This is an optimization exercise on Yosys and OpenROAD, whose aim is small area and a short achievable clock period, not a production implementation. At most, simulation tests tie the RTL to the original design; equivalence was not proved. Function not checked in run 1: the RTL went through the layout flow alone. No activity file was given, so power comes from the tool's default toggle rates.

[run.sh]
#!/bin/bash
# synth_recipe.tcl (not shown) runs the flow's synth.tcl, then flattens the netlist and writes it again
# the make line also repeats each setting of config.mk as NAME=value (left out here)
make -C /OpenROAD-flow-scripts/flow DESIGN_CONFIG=/design/flow/config.mk WORK_HOME=/design/flow/orfs CLKGATE_MAP_FILE= SYNTH_SCRIPT=/design/flow/synth_recipe.tcl finish
[config.mk]
export PLATFORM = sky130hd
export DESIGN_NAME = axi_txn_sig_scoreboard
export DESIGN_NICKNAME = axi_txn_sig_scoreboard
export VERILOG_FILES = /design/flow/design.v
export SDC_FILE = /design/flow/constraint.sdc
export NUM_CORES = 4
export LEC_CHECK = 0
export CAP_MARGIN = 20
export CORE_MARGIN = 2
export CORE_UTILIZATION = 65
export SETUP_SLACK_MARGIN = 2.0
export SLEW_MARGIN = 20
[constraint.sdc]
create_clock -name core_clock -period 6.0 [get_ports {aclk}]
set_input_delay 1.2000 -clock core_clock [delete_from_list [all_inputs] [get_ports {aclk}]]
set_output_delay 1.2000 -clock core_clock [all_outputs]
set_load 0.01 [all_outputs]
[design.v]
package axi_txn_sig_pkg;
    localparam int SIG_W = 32;
    localparam int REC_W = 32 + 8 + SIG_W + 9;
endpackage
module axi_txn_sig_fifo #(
    parameter int W = 40
) (
    input  logic         aclk,
    input  logic         rst,
    input  logic         push,
    input  logic         pop,
    input  logic [W-1:0] din,
    output logic [W-1:0] head,
    output logic         ne,
    output logic         full,
    output logic         empty_nx
);
    logic [W-1:0] ring [7];
    logic [2:0]   wp, rp;
    logic [3:0]   cnt;
    logic         one, h_in, h_ring, r_push;
    assign ne    = cnt != 4'd0;
    assign one   = cnt == 4'd1;
    assign full  = cnt == 4'd8;
    assign h_in   = push && (!ne || (one && pop));
    assign h_ring = pop && !one;
    assign r_push = push && !h_in;
    assign empty_nx = !push && (!ne || (one && pop));
    always_ff @(posedge aclk) begin
        if (h_in)        head <= din;
        else if (h_ring) head <= ring[rp];
        if (r_push)      ring[wp] <= din;
    end
    always_ff @(posedge aclk) begin
        if (rst) begin
            wp  <= '0;
            rp  <= '0;
            cnt <= '0;
        end else begin
            if (r_push) wp <= (wp == 3'd6) ? 3'd0 : wp + 3'd1;
            if (h_ring) rp <= (rp == 3'd6) ? 3'd0 : rp + 3'd1;
            cnt <= cnt + {3'd0, push} - {3'd0, pop};
        end
    end
endmodule
module axi_txn_sig_capture (
    input  logic        aclk,
    input  logic        rst,
    input  logic        awvalid,
    input  logic        awready,
    input  logic [31:0] awaddr,
    input  logic [7:0]  awlen,
    input  logic        wvalid,
    input  logic        wready,
    input  logic        wlast,
    input  logic [63:0] wdata,
    input  logic        rec_full,
    output logic        join_v,
    output logic [80:0] join_rec,
    output logic        drop,
    output logic        bad,
    output logic        empty_nx
);
    logic        aw_hs, w_hs, last_hs;
    logic [31:0] acc, acc_next;
    logic [8:0]  beats, beats_inc;
    assign aw_hs     = awvalid && awready;
    assign w_hs      = wvalid && wready;
    assign last_hs   = w_hs && wlast;
    assign acc_next  = {acc[30:0], acc[31]} ^ wdata[31:0] ^ wdata[63:32];
    assign beats_inc = beats + 9'd1;
    logic        cmd_ne, cmd_full, cmd_enx, dsig_ne, dsig_full, dsig_enx;
    logic        cmd_push, dsig_push;
    logic [39:0] cmd_head;
    logic [40:0] dsig_head;
    assign join_v    = cmd_ne && dsig_ne && !rec_full;
    assign cmd_push  = aw_hs && (!cmd_full || join_v);
    assign dsig_push = last_hs && (!dsig_full || join_v);
    assign drop      = (aw_hs && !cmd_push) || (last_hs && !dsig_push);
    axi_txn_sig_fifo #(.W(40)) cmd_q (
        .aclk(aclk), .rst(rst), .push(cmd_push), .pop(join_v), .din({awaddr, awlen}),
        .head(cmd_head), .ne(cmd_ne), .full(cmd_full), .empty_nx(cmd_enx)
    );
    axi_txn_sig_fifo #(.W(41)) dsig_q (
        .aclk(aclk), .rst(rst), .push(dsig_push), .pop(join_v), .din({acc_next, beats_inc}),
        .head(dsig_head), .ne(dsig_ne), .full(dsig_full), .empty_nx(dsig_enx)
    );
    assign join_rec = {cmd_head, dsig_head};
    assign bad      = join_v && (dsig_head[8:0] != ({1'b0, cmd_head[7:0]} + 9'd1));
    assign empty_nx = cmd_enx && dsig_enx &&
                      (w_hs ? (wlast || beats == 9'd511) : (beats == 9'd0));
    always_ff @(posedge aclk) begin
        if (rst) begin
            acc   <= '0;
            beats <= '0;
        end else if (w_hs) begin
            acc   <= wlast ? '0 : acc_next;
            beats <= wlast ? '0 : beats_inc;
        end
    end
endmodule
module axi_txn_sig_scoreboard (
    input  logic        aclk,
    input  logic        aresetn,
    input  logic        clr,
    input  logic        u_awvalid,
    input  logic        u_awready,
    input  logic [31:0] u_awaddr,
    input  logic [7:0]  u_awlen,
    input  logic        u_wvalid,
    input  logic        u_wready,
    input  logic        u_wlast,
    input  logic [63:0] u_wdata,
    input  logic        d_awvalid,
    input  logic        d_awready,
    input  logic [31:0] d_awaddr,
    input  logic [7:0]  d_awlen,
    input  logic        d_wvalid,
    input  logic        d_wready,
    input  logic        d_wlast,
    input  logic [63:0] d_wdata,
    output logic [15:0] pass_cnt,
    output logic [15:0] fail_cnt,
    output logic        mismatch,
    output logic [31:0] first_fail_addr,
    output logic        overflow,
    output logic        len_err,
    output logic        idle
);
    logic rst;
    assign rst = !aresetn || clr;
    logic        u_join, d_join, u_drop, d_drop, u_bad, d_bad, u_enx, d_enx;
    logic [80:0] u_jrec, d_jrec;
    logic        rec_own;       
    logic        rec_ne, rec_full, rec_enx, u_has, d_has;
    logic        cmp, rec_take, u_store, d_store, rec_store;
    logic [80:0] rec_head, u_head, d_head;
    assign u_has = rec_ne && !rec_own;
    assign d_has = rec_ne && rec_own;
    axi_txn_sig_capture u_cap (
        .aclk(aclk), .rst(rst),
        .awvalid(u_awvalid), .awready(u_awready), .awaddr(u_awaddr), .awlen(u_awlen),
        .wvalid(u_wvalid), .wready(u_wready), .wlast(u_wlast), .wdata(u_wdata),
        .rec_full(rec_full && !rec_own), .join_v(u_join), .join_rec(u_jrec),
        .drop(u_drop), .bad(u_bad), .empty_nx(u_enx)
    );
    axi_txn_sig_capture d_cap (
        .aclk(aclk), .rst(rst),
        .awvalid(d_awvalid), .awready(d_awready), .awaddr(d_awaddr), .awlen(d_awlen),
        .wvalid(d_wvalid), .wready(d_wready), .wlast(d_wlast), .wdata(d_wdata),
        .rec_full(rec_full && rec_own), .join_v(d_join), .join_rec(d_jrec),
        .drop(d_drop), .bad(d_bad), .empty_nx(d_enx)
    );
    assign cmp      = (u_has || u_join) && (d_has || d_join);
    assign rec_take = cmp && rec_ne;
    assign u_store   = u_join && (u_has || !cmp);
    assign d_store   = d_join && (d_has || !cmp);
    assign rec_store = u_store || d_store;
    axi_txn_sig_fifo #(.W(81)) rec_q (
        .aclk(aclk), .rst(rst), .push(rec_store), .pop(rec_take),
        .din(u_store ? u_jrec : d_jrec),
        .head(rec_head), .ne(rec_ne), .full(rec_full), .empty_nx(rec_enx)
    );
    assign u_head = u_has ? rec_head : u_jrec;
    assign d_head = d_has ? rec_head : d_jrec;
    always_ff @(posedge aclk) begin
        if (rst) begin
            rec_own  <= 1'b0;
            overflow <= 1'b0;
            len_err  <= 1'b0;
            idle     <= 1'b1;
        end else begin
            if (rec_store && !rec_ne) rec_own <= d_store;
            if (u_drop || d_drop) overflow <= 1'b1;
            if (u_bad || d_bad)   len_err  <= 1'b1;
            idle <= u_enx && d_enx && rec_enx;
        end
    end
    always_ff @(posedge aclk) begin
        if (rst) begin
            pass_cnt        <= '0;
            fail_cnt        <= '0;
            mismatch        <= 1'b0;
            first_fail_addr <= '0;
        end else if (cmp) begin
            if (u_head == d_head) begin
                if (pass_cnt != 16'hFFFF) pass_cnt <= pass_cnt + 16'd1;
            end else begin
                if (fail_cnt != 16'hFFFF) fail_cnt <= fail_cnt + 16'd1;
                mismatch <= 1'b1;
                if (!mismatch) first_fail_addr <= u_head[80:49];
            end
        end
    end
endmodule
==> metrics.md, run 1 <==
| Metric | Value |
|---|---|
| Data required, critical path | 6.76 ns |
| Setup TNS | 0 ns |
| WL final | 207600 um |
| Dpl hpwl | 125900 um |
| Cell Area, Synth | 0.08901 mm2 |
| Hold_buf cts | 0 |
| First-pass GRT wire length | 308200 um |
| Gpl congestion | 0.8752 |
| Port buffer count | 288 |
| Async S/R FF share, synth | 0% |
| Yosys cell types | 67 |
| Reg2Reg Depth | 13 |
| Crit Reg-Reg Startpoint | rec_q.cnt[2] |
| Synth Flop Type | edfxtp_1 |
| Post-DR vias/cell | 6.271 |
| Setup-failing EPs final | 0 |
| # rows | 135 |
| Vias | 49498 |
| Total congestion overflow | 0 |
| CTS tree | yes |
| Chip height | 374.0 um |
| RSZ-0062 raised after global routing | no |
| HP Start | first_fail_addr[25] |
| Area occupied by multi-input gates | 0.02541 mm2 |
| Routed Antenna Nets | 0 |
| Vias in the first global route | 48165 |
| Die Wd | 374.0 um |
| Hold Path Depth | 1 |
| CP Max Fanout | 15 |
| CTS sink cnt | 2160 |
| Max rail drop VDD | 275.6 uV |
| Endpoints failing hold | 0 |
| Routed len/inst | 26.31 um |
| Critical path class | reg -> reg |
| H-tree levels | 4 |
| Core area | 0.1356 mm2 |
| Clock Skews | 0.02835 ns |
| Worst setup SP type | register |
| Root buffer cell | clkbuf_16 |
| # nets final | 6198 |
| Slowest stage delay, CP | 0.52 ns |
| P&R area growth vs syn | 13.97% |
| Max Root-Sink Buffers | 3 |
| Crit path from | rec_q.cnt[2] |
| Slowest-stage cell, CP | or4_1 |
| Cell Chain, Critical Path | inv_1, ha_1, nor3b_2, buf_4, nand4_1, or4_1, o21ai_0, nand4_1, o21bai_2, or2_4, buf_4, or4_1, a21oi_1 |
| DRC errors left | 0 |
| MaxCap Viol Count | 0 |
| Uppermost layer routed | met4 |
| Worst hold margin | 0.4840 ns |
| Initial DRT Pass Iterations | 5 |
| Fin crit period | 3.916 ns |
| Initial core utilization | 65.62% |
| Syn Inst Count | 5625 |
| Synth Register Bits | 2160 |
| Ports | 289 |
| Status | complete, no violations |
| Largest net degree at the start of global routing | 176 |
| Hold Crit Class | reg -> reg |
| Post-synth EDFFs | 1944 |
| FILL cells | 8221 |
| Die area | 0.1399 mm2 |
| Fin util | 74.79% |
| Post-synthesis sequential area ratio | 70.44% |
| DR WL met2 | 101600 um |
| Initial antenna violation count | 1 |
| Worst-Margin Slew | 1.076 ns |
| Net count after synthesis | 5891 |
| CTS Buf Count | 208 |
| Wl on met1 | 85340 um |
| Layout cells sized above 1 | 14.40% |
| Lkg Pwr | 30.63 nW |
| Fin. max-slew vios | 0 |
| DR iter-0 viols | 5201 |
| Metal3 WL | 14760 um |
| Crit path DAT | 4.67 ns |
| Yosys synthesis warning count | 5 |
| Clk slew on worst S/H paths | 0.06 ns |
| Storage element area | 0.06275 mm2 |
| Fmax | 0.2554 GHz |
| Final period util | 65.26% |
| Crit end category | register |
| Rel. slew slack | 28.00% |
| Latest clock arrival within the worst-skew pair | 0.84 ns |
| Avg Cell Area, Syn | 15.82 um2 |
| GRT Util Overall | 29.56% |
| Power Dens Cells | 300.7 mW/mm2 |
## logic make-up after synthesis
kind of cell    synth area share, %
xor+xnor                      3.228
mux                           13.97
flops                         70.44
simple gates                  5.034
compound gates                5.009
buf+inv                       1.640
fa+ha+maj                    0.6747
## layer usage
metal / vias to the layer above / global-route usage [%]
li1: 22181 / -
met4: 0 / 8.861
met1: 25100 / 42.22
met3: 312 / 4.234
met2: 1905 / 48.04
met5: - / 0
## critical path: cells and delay by family, from the launching register on
| kind | cells | cell delay [ns] |
|---|---|---|
| and+or+nand+nor | 6 | 2.05 |
| DFF | 1 | 0.30 |
| adders and majority gates | 1 | 0.21 |
| AOI/OAI and AO/OA | 3 | 0.65 |
| buffers and inverters | 3 | 0.61 |
## final cells by class
type / instances / share of cell area (%)
flip-flops and latches: 2160 / 61.86
clock buffers: 267 / 5.500
well taps: 1781 / 2.197
inverters: 55 / 0.2035
diodes: 1 / 0.002467
clock inverters: 122 / 1.151
multi-input cells: 3100 / 25.05
repair buffers: 407 / 4.044
## synth_stat cells, types with 6 or more instances
cell type | count | share of area, %
or2_2 | 7 | 0.049
nand2_1 | 438 | 1.8
a22oi_1 | 74 | 0.62
xnor2_1 | 205 | 2.0
or4_1 | 12 | 0.10
o31ai_1 | 12 | 0.10
nand3_1 | 42 | 0.24
and2_1 | 11 | 0.077
a21oi_1 | 190 | 1.1
a21o_1 | 10 | 0.084
mux2_2 | 77 | 0.97
ha_1 | 40 | 0.56
a311oi_1 | 6 | 0.059
a31o_2 | 33 | 0.32
nor3b_1 | 12 | 0.10
dfxtp_1 | 216 | 4.9
a31oi_1 | 12 | 0.084
nor2_1 | 290 | 1.2
buf_2 | 33 | 0.19
or3_1 | 9 | 0.063
clkbuf_1 | 229 | 0.97
inv_1 | 54 | 0.23
xor2_1 | 123 | 1.2
nor4_1 | 26 | 0.18
nor3_1 | 55 | 0.31
mux2i_1 | 609 | 6.8
buf_1 | 46 | 0.19
o21ai_0 | 403 | 2.3
edfxtp_1 | 1944 | 66
nand2b_1 | 32 | 0.22
nand4_1 | 34 | 0.24
and3_1 | 20 | 0.14
mux4_2 | 243 | 6.1
## worst paths after layout
path	slack [ns]	end
min reg2reg	0.48	first_fail_addr[25]
min	0.48	first_fail_addr[25]
max reg2reg	2.08	pass_cnt[3]
max	2.08	pass_cnt[3]
## timing repair
action	in CTS	in global routing
hold endpoints to repair	0	0
pin swaps	1	6
buffers inserted	4	19
cloned	0	4
resized for setup	7	7
endpoints found under the setup margin	653	317
## metrics by stage
stage	setup slack (ns)	power (mW)	area (um2)	cells
5_1_grt	1.979	31.33	101400	7893
3_5_place_dp	1.292	17.94	94360	7476
4_1_cts	1.994	30.66	101200	7869
2_1_floorplan	1.238	17.40	89250	5625
3_3_place_gp	1.368	17.92	94320	7474
6_report	2.084	30.50	101400	7893
## cell usage in the layout, fill, tap and decap left out, drive strengths merged, types with 33 or more instances in the layout
cell type and n:
mux2 77, ha 40, inv 61, dfxtp 216, nand2 438, o21ai 408
clkinv 90, xnor2 205, a31o 33, clkdlybuf4s50 288, edfxtp 1944, xor2 123
nor2 293, a21oi 190, mux4 243, clkbuf 267, nand4 34, mux2i 609
a22oi 74, nor3 58, buf 119, nand3 42
## state kept, by name (all words and copies together) (netlist names), 4 cells and up, named ones only
register and count:
d_cap.cmd_q.cnt 4, rec_q.ring 567, pass_cnt 16, u_cap.cmd_q.cnt 4, rec_q.head 81, u_cap.acc 32
u_cap.dsig_q.head 41, d_cap.cmd_q.head 40, d_cap.dsig_q.head 41, u_cap.dsig_q.cnt 4, u_cap.cmd_q.head 40, rec_q.cnt 4
d_cap.cmd_q.ring 280, fail_cnt 16, d_cap.dsig_q.ring 287, d_cap.acc 32, u_cap.cmd_q.ring 280, first_fail_addr 32
d_cap.beats 9, d_cap.dsig_q.cnt 4, u_cap.dsig_q.ring 287, u_cap.beats 9
## where the power goes
part | leakage [nW] | internal, mW | switching [mW] | total [mW]
clock | 3.31 | 7.38 | 5.49 | 12.9
sequential | 19.2 | 16.5 | 0.150 | 16.7
combinational | 8.11 | 0.355 | 0.620 | 0.976
total | 30.6 | 24.2 | 6.26 | 30.5
==> run 2: changes to the inputs <==
--- a/design.v
+++ b/design.v
@@ -17,29 +17,32 @@
 );
     logic [W-1:0] ring [7];
     logic [2:0]   wp, rp;
-    logic [3:0]   cnt;
-    logic         one, h_in, h_ring, r_push;
-    assign ne    = cnt != 4'd0;
-    assign one   = cnt == 4'd1;
-    assign full  = cnt == 4'd8;
-    assign h_in   = push && (!ne || (one && pop));
-    assign h_ring = pop && !one;
-    assign r_push = push && !h_in;
+    logic [3:0]   cnt, cnt_nx;
+    logic         one, h_in, h_ring;
+    assign h_in     = push && (!ne || (one && pop));
+    assign h_ring   = pop && !one;
+    assign cnt_nx   = cnt + {3'd0, push} - {3'd0, pop};
     assign empty_nx = !push && (!ne || (one && pop));
     always_ff @(posedge aclk) begin
         if (h_in)        head <= din;
         else if (h_ring) head <= ring[rp];
-        if (r_push)      ring[wp] <= din;
-    end
-    always_ff @(posedge aclk) begin
-        if (rst) begin
-            wp  <= '0;
-            rp  <= '0;
-            cnt <= '0;
+        if (push)        ring[wp] <= din;
+    end
+    always_ff @(posedge aclk) begin
+        if (rst) begin
+            wp   <= '0;
+            rp   <= '0;
+            cnt  <= '0;
+            ne   <= 1'b0;
+            one  <= 1'b0;
+            full <= 1'b0;
         end else begin
-            if (r_push) wp <= (wp == 3'd6) ? 3'd0 : wp + 3'd1;
-            if (h_ring) rp <= (rp == 3'd6) ? 3'd0 : rp + 3'd1;
-            cnt <= cnt + {3'd0, push} - {3'd0, pop};
+            if (push && !h_in) wp <= (wp == 3'd6) ? 3'd0 : wp + 3'd1;
+            if (h_ring)        rp <= (rp == 3'd6) ? 3'd0 : rp + 3'd1;
+            cnt  <= cnt_nx;
+            ne   <= !empty_nx;
+            one  <= cnt_nx == 4'd1;
+            full <= cnt_nx == 4'd8;
         end
     end
 endmodule
@@ -131,24 +134,22 @@
     assign rst = !aresetn || clr;
     logic        u_join, d_join, u_drop, d_drop, u_bad, d_bad, u_enx, d_enx;
     logic [80:0] u_jrec, d_jrec;
-    logic        rec_own;       
-    logic        rec_ne, rec_full, rec_enx, u_has, d_has;
+    logic        rec_ne, rec_full, rec_enx;
+    logic        u_has, d_has;   
     logic        cmp, rec_take, u_store, d_store, rec_store;
-    logic [80:0] rec_head, u_head, d_head;
-    assign u_has = rec_ne && !rec_own;
-    assign d_has = rec_ne && rec_own;
+    logic [80:0] rec_head, u_head;
     axi_txn_sig_capture u_cap (
         .aclk(aclk), .rst(rst),
         .awvalid(u_awvalid), .awready(u_awready), .awaddr(u_awaddr), .awlen(u_awlen),
         .wvalid(u_wvalid), .wready(u_wready), .wlast(u_wlast), .wdata(u_wdata),
-        .rec_full(rec_full && !rec_own), .join_v(u_join), .join_rec(u_jrec),
+        .rec_full(rec_full && u_has), .join_v(u_join), .join_rec(u_jrec),
         .drop(u_drop), .bad(u_bad), .empty_nx(u_enx)
     );
     axi_txn_sig_capture d_cap (
         .aclk(aclk), .rst(rst),
         .awvalid(d_awvalid), .awready(d_awready), .awaddr(d_awaddr), .awlen(d_awlen),
         .wvalid(d_wvalid), .wready(d_wready), .wlast(d_wlast), .wdata(d_wdata),
-        .rec_full(rec_full && rec_own), .join_v(d_join), .join_rec(d_jrec),
+        .rec_full(rec_full && d_has), .join_v(d_join), .join_rec(d_jrec),
         .drop(d_drop), .bad(d_bad), .empty_nx(d_enx)
     );
     assign cmp      = (u_has || u_join) && (d_has || d_join);
@@ -162,15 +163,26 @@
         .head(rec_head), .ne(rec_ne), .full(rec_full), .empty_nx(rec_enx)
     );
     assign u_head = u_has ? rec_head : u_jrec;
-    assign d_head = d_has ? rec_head : d_jrec;
-    always_ff @(posedge aclk) begin
-        if (rst) begin
-            rec_own  <= 1'b0;
+    logic eq_rd, eq_ur, eq_ud, eq;
+    assign eq_rd = rec_head == d_jrec;
+    assign eq_ur = u_jrec == rec_head;
+    assign eq_ud = u_jrec == d_jrec;
+    assign eq    = u_has ? eq_rd : (d_has ? eq_ur : eq_ud);
+    always_ff @(posedge aclk) begin
+        if (rst) begin
+            u_has    <= 1'b0;
+            d_has    <= 1'b0;
             overflow <= 1'b0;
             len_err  <= 1'b0;
             idle     <= 1'b1;
         end else begin
-            if (rec_store && !rec_ne) rec_own <= d_store;
+            if (rec_enx) begin
+                u_has <= 1'b0;
+                d_has <= 1'b0;
+            end else if (!rec_ne) begin
+                u_has <= u_store;
+                d_has <= d_store;
+            end
             if (u_drop || d_drop) overflow <= 1'b1;
             if (u_bad || d_bad)   len_err  <= 1'b1;
             idle <= u_enx && d_enx && rec_enx;
@@ -183,7 +195,7 @@
             mismatch        <= 1'b0;
             first_fail_addr <= '0;
         end else if (cmp) begin
-            if (u_head == d_head) begin
+            if (eq) begin
                 if (pass_cnt != 16'hFFFF) pass_cnt <= pass_cnt + 16'd1;
             end else begin
                 if (fail_cnt != 16'hFFFF) fail_cnt <= fail_cnt + 16'd1;
--- a/config.mk
+++ b/config.mk
@@ -7,6 +7,6 @@
 export LEC_CHECK = 0
 export CAP_MARGIN = 20
 export CORE_MARGIN = 2
-export CORE_UTILIZATION = 65
-export SETUP_SLACK_MARGIN = 2.0
+export CORE_UTILIZATION = 60
+export SETUP_SLACK_MARGIN = 3.3
 export SLEW_MARGIN = 20
==> metrics.md, run 2 <==
| Metric | Value |
|---|---|
| Status | complete, no violations |
| Crit path top cell by count | buf_12 |
| Synth Flop Type | edfxtp_1 |
| Sw Share | 20.56% (+0.041 points) |
| Setup-failing EPs final | 0 (unchanged) |
| Clock Skews | 0.04194 ns (+0.01359 ns) |
| Fmax | 0.2999 GHz (+17%) |
| CTS tree | yes |
| Max reg flops | 567 (unchanged) |
| Cell Area, Synth | 0.08945 mm2 (+0.49%) |
| Final period util | 55.58% (-9.7 points) |
| Layout cells sized above 1 | 17.56% (+3.2 points) |
| Slowest stage delay, CP | 0.58 ns (+0.06 ns) |
| Largest regs | rec_q.ring: 567 flops, d_cap.dsig_q.ring: 287 flops, u_cap.dsig_q.ring: 287 flops |
| H-tree levels | 4 (unchanged) |
| RSZ-0062 raised after global routing | yes |
| Syn Inst Count | 5690 (+1.2%) |
| Clock network fraction of total power | 41.8% (-0.4 points) |
| Sequential Power Share | 54.7% (about the same) |
| Net count after synthesis | 5946 (+0.93%) |
| GRT Util Overall | 29.77% (+0.20 points) |
| Yosys cell types | 68 (+1.5%) |
| Sw power | 6.310 mW (+0.84%) |
| Core area | 0.1478 mm2 (+9.0%) |
| Crit. path cell count | 10 (-3) |
| Slowest-stage cell, CP | or4_4 |
| CTS Buf Count | 210 (+0.96%) |
| P&R area growth vs syn | 17.23% |
| Critical path class | reg -> reg |
| DR iter-0 viols | 5075 (-2.4%) |
| Crit end category | register |
| Total congestion overflow | 0 (unchanged) |
| Fin. max-slew vios | 0 (unchanged) |
| Hold Crit Class | reg -> reg |
| # rows | 141 (+4.4%) |
| Worst setup SP type | register |
| Latest clock arrival within the worst-skew pair | 0.84 ns (about the same) |
| Chip height | 390.1 um (+4.3%) |
| Final instance area | 0.1049 mm2 (+3.4%) |
| Post-synthesis sequential area ratio | 70.46% (about the same) |
| Buffers & Inverters on Critical Path | 2 (-1) |
| Vias in the first global route | 49523 (+2.8%) |
| Root buffer cell | clkbuf_16 |
| Endpoints failing hold | 0 (unchanged) |
| Post-synth EDFFs | 1944 (unchanged) |
| Synth Register Bits | 2176 (+0.74%) |
| WL final | 231700 um (+12%) |
| Avg Cell Area, Syn | 15.72 um2 (-0.66%) |
| Post-DR vias/cell | 6.232 (-0.62%) |
| MaxCap Viol Count | 0 (unchanged) |
| Largest net degree at the start of global routing | 83 (-53%) |
| Post-synth top area share | 65.26% (-0.32 points) |
| Power Dens Cells | 292.8 mW/mm2 (-2.6%) |
| Cells taking the most area after synthesis | edfxtp_1 (65%), mux2i_1 (6.9%), mux4_2 (6.1%) |
| Vias | 51337 (+3.7%) |
| CP delay by family, top | simple AND/OR/NAND/NOR gates |
| Max Root-Sink Buffers | 3 (unchanged) |
| Cell taking the most area after synthesis | edfxtp_1 |
| Initial antenna violation count | 5 (+4) |
| Ports | 289 (unchanged) |
| Crit path DAT | 4.09 ns (-0.58 ns) |
| Setup TNS | 0 ns (unchanged) |
| DP Area | 0.09499 mm2 (+0.67%) |
| Yosys synthesis warning count | 5 (unchanged) |
| Reg2Reg Depth | 10 (-3) |
| Die Wd | 390.1 um (+4.3%) |
| Data required, critical path | 6.76 ns (about the same) |
| Initial core utilization | 60.50% (-5.1 points) |
| Max rail drop VDD | 259.8 uV (-5.7%) |
| Rel. slew slack | 34.43% (+6.4 points) |
| Routed len/inst | 28.13 um (+6.9%) |
| Lkg Pwr | 31.56 nW (+3.0%) |
| CTS sink cnt | 2176 (+0.74%) |
| Logic pwr share | 3.5% (+0.3 points) |
| Most common cell in the netlist | edfxtp_1 |
| Dpl hpwl | 131900 um (+4.8%) |
| CP Max Fanout | 14 (-1) |
| Fin crit period | 3.335 ns (-0.5808 ns) |
| Clk slew on worst S/H paths | 0.06 ns (about the same) |
| First-pass GRT wire length | 331000 um (+7.4%) |
| Die area | 0.1522 mm2 (+8.8%) |
| Reg with most FFs | rec_q.ring |
| Routed Antenna Nets | 0 (unchanged) |
| Initial DRT Pass Iterations | 6 (+1) |
| # nets final | 6382 (+3.0%) |
| Layout Cells excl Fill | 8237 (+4.4%) |
| Commonest non-fill, non-tap cell in the layout | edfxtp_1 |
| Synth cell count leaders | edfxtp_1 (1944), mux2i_1 (617), nand2_1 (581) |
| Placed Cells | 7690 (+2.9%) |
| Pint | 24.39 mW (+0.59%) |
| Hold Path Depth | 2 (+1) |
| Cell Chain, Critical Path | buf_12, mux2i_4, xor2_4, nand4_1, or4_4, nor4_4, a21oi_4, buf_12, or4_1, a21oi_2 |
| Port buffer count | 288 (unchanged) |
| Most frequent cells in the layout | edfxtp_1 (1944), mux2i_1 (613), nand2_1 (576), o21ai_0 (509), xnor2_1 (247) |
| DRC errors left | 0 (unchanged) |
| Worst-Margin Slew | 0.9835 ns (-0.09264 ns) |
| Async S/R FF share, synth | 0% (unchanged) |
| Gpl congestion | 0.9408 (+7.5%) |
run 2: cell types whose count changed after synthesis, moves of 28 or more:
cell,delta
xor2_1,-86
a21oi_1,-124
nand2b_1,+30
nor2_1,-106
xnor2_1,+48
a31o_2,-32
nand2_1,+143
o21ai_0,+111
a211oi_1,+34
buf_2,-28
run 2: cell families after synthesis:
kind of cell,after synthesis,synth area share [%]
DFF,2176,70.46
AOI/OAI and AO/OA,777,4.930
buffers and inverters,365,1.593
adders and majority gates,35,0.5316
muxes,941,14.04
xor gates and xnor gates,290,2.840
and+or+nand+nor,1106,5.607
run 2: cell type report:
type                       count  area, um2
antenna                        2      5.005
clock buffer                 307       5954
clock inverter                84      757.0
fill                        9569      42980
inverter                      49      210.2
multi-input combinational   3156      26170
sequential                  2176      63140
tap                         1930       2415
timing repair buffer         533       6206
run 2: worst paths after layout:
check | startpoint | to | slack, ns
setup / recovery | d_has | pass_cnt[5] | 2.67
hold / removal | pass_cnt[14] | pass_cnt[14] | 0.48
setup reg to reg | d_has | pass_cnt[5] | 2.67
hold reg to reg | pass_cnt[14] | pass_cnt[14] | 0.48
run 2: worst register-to-register path: cells and delay by family (launching register included):
| kind | cells | cell delay (ns) |
|---|---|---|
| and+or+nand+nor | 4 | 1.73 |
| xor gates and xnor gates | 1 | 0.30 |
| DFF | 1 | 0.38 |
| muxes | 1 | 0.28 |
| AOI/OAI and AO/OA | 2 | 0.28 |
| buffers and inverters | 2 | 0.31 |
run 2: what timing repair did:
action	4_1_cts	5_1_grt
setup endpoints to repair	2637	1105
hold buffers	0	0
gates resized for setup	379	116
hold endpoints to repair	0	0
pin swaps	45	20
setup buffers	73	26
cloned	22	32
run 2: stage by stage:
| stage | util (%) | worst slack (ns) | hold slack [ns] | power [mW] |
|---|---|---|---|---|
| global placement | 64.25 | 1.425 | 0.4685 | 18.10 |
| CTS | 70.05 | 2.851 | 0.4832 | 30.86 |
| global route | 70.92 | 2.615 | 0.5062 | 31.53 |
| finish | 70.93 | 2.665 | 0.4804 | 30.70 |
| detailed placement | 64.25 | 1.390 | 0.4680 | 18.13 |
| floorplan | - | 1.395 | 0.4494 | 17.56 |
run 2: power by group through the flow:
stage	Combinational (mW)	Sequential, mW	Clock, mW
floorplan	0.541	17.0	0
global placement	0.979	17.1	0
detailed placement	1.00	17.1	0
CTS	1.05	16.8	13.0
global route	1.15	16.8	13.6
finish	1.06	16.8	12.8
run 2: metal layers:
layer	share of wire [%]	GRT usage, %
met1	41	42.28
met2	47	47.31
met3	8.2	5.500
met4	3.3	9.316
met5	0.0056	0
==> run 3: changes to the inputs <==
==> flow/run.sh (new file) <==
#!/bin/bash
# Layout flow: the standard flow (standard.sh) with its synthesis unchanged.
# Two changes to how the layout is made: the port buffers that global placement
# inserts are buf_4 cells, and timing repair may pick any drive strength of a
# cell (not only cells of the same footprint).
set -euo pipefail
bash standard.sh synth > synth.log 2>&1
bash standard.sh MATCH_CELL_FOOTPRINT=0 "BUFFER_PORTS_ARGS=-buffer_cell sky130_fd_sc_hd__buf_4" finish > layout.log 2>&1
==> standard.sh (new file) <==
#!/bin/bash
# synth_recipe.tcl (not shown) runs the flow's synth.tcl, then flattens the netlist and writes it again
# the make line also repeats each setting of config.mk as NAME=value (left out here)
make -C /OpenROAD-flow-scripts/flow DESIGN_CONFIG=/design/flow/config.mk WORK_HOME=/design/flow/orfs CLKGATE_MAP_FILE= SYNTH_SCRIPT=/design/flow/synth_recipe.tcl "${@:-finish}"
--- a/config.mk
+++ b/config.mk
@@ -8,5 +8,7 @@
 export CAP_MARGIN = 20
 export CORE_MARGIN = 2
 export CORE_UTILIZATION = 60
+export CTS_CLUSTER_DIAMETER = 80
+export CTS_CLUSTER_SIZE = 30
 export SETUP_SLACK_MARGIN = 3.3
 export SLEW_MARGIN = 20
removed: run.sh
==> metrics.md, run 3 <==
| Metric | Value |
|---|---|
| Status | complete, no violations |
| Slowest-stage cell, CP | dfxtp_4 |
| Data required, critical path | 6.66 ns (-0.10 ns) |
| Synth Register Bits | 2176 (unchanged) |
| Post-synthesis mux area share | 14.04% (unchanged) |
| Routed len/inst | 29.62 um (+5.3%) |
| Post-synth EDFFs | 1944 (unchanged) |
| Syn Inst Count | 5690 (unchanged) |
| CTS sink cnt | 2176 (unchanged) |
| Max rail drop VDD | 223.4 uV (-14%) |
| Complex-gate fraction of the synthesized area | 4.929% (unchanged) |
| Clock Skews | 0.03305 ns (-0.008886 ns) |
| Fin. max-slew vios | 0 (unchanged) |
| Vias in the first global route | 47692 (-3.7%) |
| Pint | 20.74 mW (-15%) |
| Fin util | 69.73% (-1.2 points) |
| WL final | 240500 um (+3.8%) |
| Core area | 0.1478 mm2 (unchanged) |
| Endpoints failing hold | 0 (unchanged) |
| # nets final | 6359 (-0.36%) |
| H-tree levels | 3 (-1) |
| Die area | 0.1522 mm2 (unchanged) |
| Power Dens Cells | 258.6 mW/mm2 (-12%) |
| Crit path top cell by count | buf_12 |
| Max Root-Sink Buffers | 3 (unchanged) |
| Most common cell in the netlist | edfxtp_1 |
| Buffers & Inverters on Critical Path | 7 (+5) |
| CTS tree | yes |
| Chip height | 390.1 um (unchanged) |
| Initial core utilization | 60.50% (unchanged) |
| Logic pwr share | 4.1% (+0.6 points) |
| Die Wd | 390.1 um (unchanged) |
| Fmax | 0.3031 GHz (+1.1%) |
| GRT Util Overall | 29.01% (-0.76 points) |
| Cells taking the most area after synthesis | edfxtp_1 (65%), mux2i_1 (6.9%), mux4_2 (6.1%) |
| Worst-Margin Slew | 0.9803 ns (-0.003222 ns) |
| Simple-gate portion of the synthesized area | 5.607% (unchanged) |
| Fin crit period | 3.299 ns (-0.03573 ns) |
| Setup WS pre-CTS | 1.645 ns (+0.2547 ns) |
| Crit end category | register |
| Synth Flop Type | edfxtp_1 |
| Clock network fraction of total power | 33.0% (-8.8 points) |
| Avg Cell Area, Syn | 15.72 um2 (unchanged) |
| Setup ws final | 2.701 ns (+0.03573 ns) |
| Placed Cells | 7686 (-0.052%) |
| Max reg flops | 567 (unchanged) |
| CP delay by family, top | buffers and inverters |
| DRC errors left | 0 (unchanged) |
| Slowest stage delay, CP | 0.37 ns (-0.21 ns) |
| Hold_buf cts | 0 (unchanged) |
| Power Total | 26.66 mW (-13%) |
| Total congestion overflow | 0 (unchanged) |
| Post-synthesis sequential area ratio | 70.46% (unchanged) |
| Layout cells sized above 1 | 22.40% (+4.8 points) |
| Cell taking the most area after synthesis | edfxtp_1 |
| Async S/R FF share, synth | 0% (unchanged) |
| Ports | 289 (unchanged) |
| # rows | 141 (unchanged) |
| Initial DRT Pass Iterations | 6 (unchanged) |
| Commonest non-fill, non-tap cell in the layout | edfxtp_1 |
| RSZ-0062 raised after global routing | yes |
| Latest clock arrival within the worst-skew pair | 0.78 ns (-0.06 ns) |
| Dpl hpwl | 132000 um (about the same) |
| Port buffer count | 288 (unchanged) |
| Clk slew on worst S/H paths | 0.10 ns (+0.04 ns) |
| Worst hold margin | 0.4932 ns (+0.01281 ns) |
| Largest net degree at the start of global routing | 115 (+39%) |
| CP Max Fanout | 8 (-6) |
| XOR/XNOR Fraction of Synth Area | 2.840% (unchanged) |
| Synth cell count leaders | edfxtp_1 (1944), mux2i_1 (617), nand2_1 (581) |
| Reg with most FFs | rec_q.ring |
| Cell Chain, Critical Path | buf_4, buf_12, clkbuf_16, buf_12, mux2i_4, xnor2_1, nor4_1, nand4_1, nor4_4, buf_4, a211oi_4, buf_12, buf_12, a211oi_2 |
| DP Area | 0.09426 mm2 (-0.77%) |
| Yosys synthesis warning count | 5 (unchanged) |
| Rel. slew slack | 34.18% (-0.25 points) |
| Final period util | 54.98% (-0.60 points) |
| Largest regs | rec_q.ring: 567 flops, d_cap.dsig_q.ring: 287 flops, u_cap.dsig_q.ring: 287 flops |
| Lkg Pwr | 31.16 nW (-1.3%) |
| Post-DR vias/cell | 6.363 (+2.1%) |
| Root buffer cell | clkbuf_16 |
| Main combinational cell family by area after synthesis | multiplexers |
| Synth Area in Adders | 0.5316% (unchanged) |
| Reg2Reg Setup Slack | 2.70 ns (+0.04 ns) |
| Final instance area | 0.1031 mm2 (-1.7%) |
| Critical path class | reg -> reg |
| Sw Share | 22.22% (+1.7 points) |
| Hold Crit Class | reg -> reg |
| Storage element area | 0.06308 mm2 (about the same) |
| FILL cells | 9681 (+1.2%) |
| Sequential Power Share | 62.9% (+8.2 points) |
| Initial antenna violation count | 7 (+2) |
| Post-synth top area share | 65.26% (unchanged) |
| Net count after synthesis | 5946 (unchanged) |
| Yosys cell types | 68 (unchanged) |
| Gpl congestion | 0.9362 (-0.49%) |
| Setup-failing EPs final | 0 (unchanged) |
| MaxCap Viol Count | 0 (unchanged) |
| CTS Buf Count | 102 (-51%) |
| Area occupied by multi-input gates | 0.02691 mm2 (+2.8%) |
| Layout Cells excl Fill | 8120 (-1.4%) |
| Setup TNS | 0 ns (unchanged) |
| DR iter-0 viols | 5972 (+18%) |
| Cell Area, Synth | 0.08945 mm2 (unchanged) |
| P&R area growth vs syn | 15.25% |
| Vias | 51669 (+0.65%) |
| Crit path DAT | 3.96 ns (-0.13 ns) |
| Worst setup SP type | register |
| Sw power | 5.926 mW (-6.1%) |
| Routed Antenna Nets | 0 (unchanged) |
| First-pass GRT wire length | 323000 um (-2.4%) |
| Most frequent cells in the layout | edfxtp_1 (1944), mux2i_1 (590), nand2_1 (573), o21ai_0 (510), buf_4 (429) |
## run 3: cell counts after synthesis
Identical to the previous run, type by type.
## run 3: path summary, 6_finish.rpt
check / start / end / cells past startpoint
max: d_has / first_fail_addr[15] / 14
min: d_cap.beats[1] / d_cap.beats[1] / 2
max reg2reg: d_has / first_fail_addr[15] / 14
min reg2reg: d_cap.beats[1] / d_cap.beats[1] / 2
## run 3: cells by family after synthesis
logic type               Yosys count
AO/OA/AOI/OAI                    777
XOR/XNOR                         290
adder cells (fa/ha/maj)           35
buffers and inverters            365
flip-flops                      2176
multiplexers                     941
AND/OR/NAND/NOR                 1106
## run 3: power groups by stage
stage	Sequential [mW]	Combinational [mW]	Clock, mW
after floorplan	17.0	0.541	0
after global placement	17.1	0.949	0
after detailed placement	17.1	0.973	0
after CTS	16.8	1.02	8.93
after global routing	16.8	1.16	9.41
final	16.8	1.08	8.80
## run 3: worst register-to-register path, delay by kind of cell (launching register included)
kind                      cells  cell delay [ns]
buffers and inverters         7             1.19
and+or+nand+nor               3             0.95
DFF                           1             0.37
AOI/OAI and AO/OA             2             0.32
muxes                         1             0.18
xor gates and xnor gates      1             0.18
## run 3: area by class of cell
cell class / count / area share [%]
inverter: 49 / 0.1966
clock inverter: 64 / 0.8666
timing repair buffer: 615 / 6.641
tap: 1930 / 2.342
multi-input combinational: 3159 / 26.11
sequential: 2176 / 61.19
clock buffer: 124 / 2.648
antenna: 3 / 0.007282
## run 3: what timing repair did
action                                  4_1_cts  5_1_grt
pin swaps                                    43       44
endpoints found under the setup margin     2621      784
endpoints found under the hold margin         0        0
resized for setup                           214      274
gates cloned                                 22       75
setup buffers                                59       87
## run 3: metal layers
layer	up-vias	GRT usage, %	routed length, um
li1	22606	-	-
met1	26417	41.46	96590
met2	2271	47.35	114400
met3	369	4.206	21280
met4	6	7.673	8152
met5	-	0	47

-- what the ideal ports hide --
The flow's constraints put no driver on any port. The routed layouts listed below were extracted and timed again, unchanged, in two steps.
Step 1, drivers: a clkbuf_16 drives aclk and a buf_2 each remaining input, both assumed.
Step 2 moves the port delays by t, midway between the first and last clock arrival at a register: inputs arrive t later, outputs are due t later. That takes back most of the time a late clock gives input paths.
a / b / c = no drivers / after step 1 / after step 2; a / b = the first two.
run	t, ns	setup slack, ns	worst setup path at the end	worst data-port slew with drivers (ns)
run 1	0.909	2.084 / 2.084 / 1.398	input to register	0.09
run 2	0.905	2.665 / 2.665 / 2.385	input to register	0.11
run 3	0.845	2.701 / 2.701 / 2.533	input to register	0.11
After both steps every run listed still meets setup and hold. The setup slack of run 1, which loses most, moves by 0.000 ns with the drivers and by -0.686 ns with both steps.
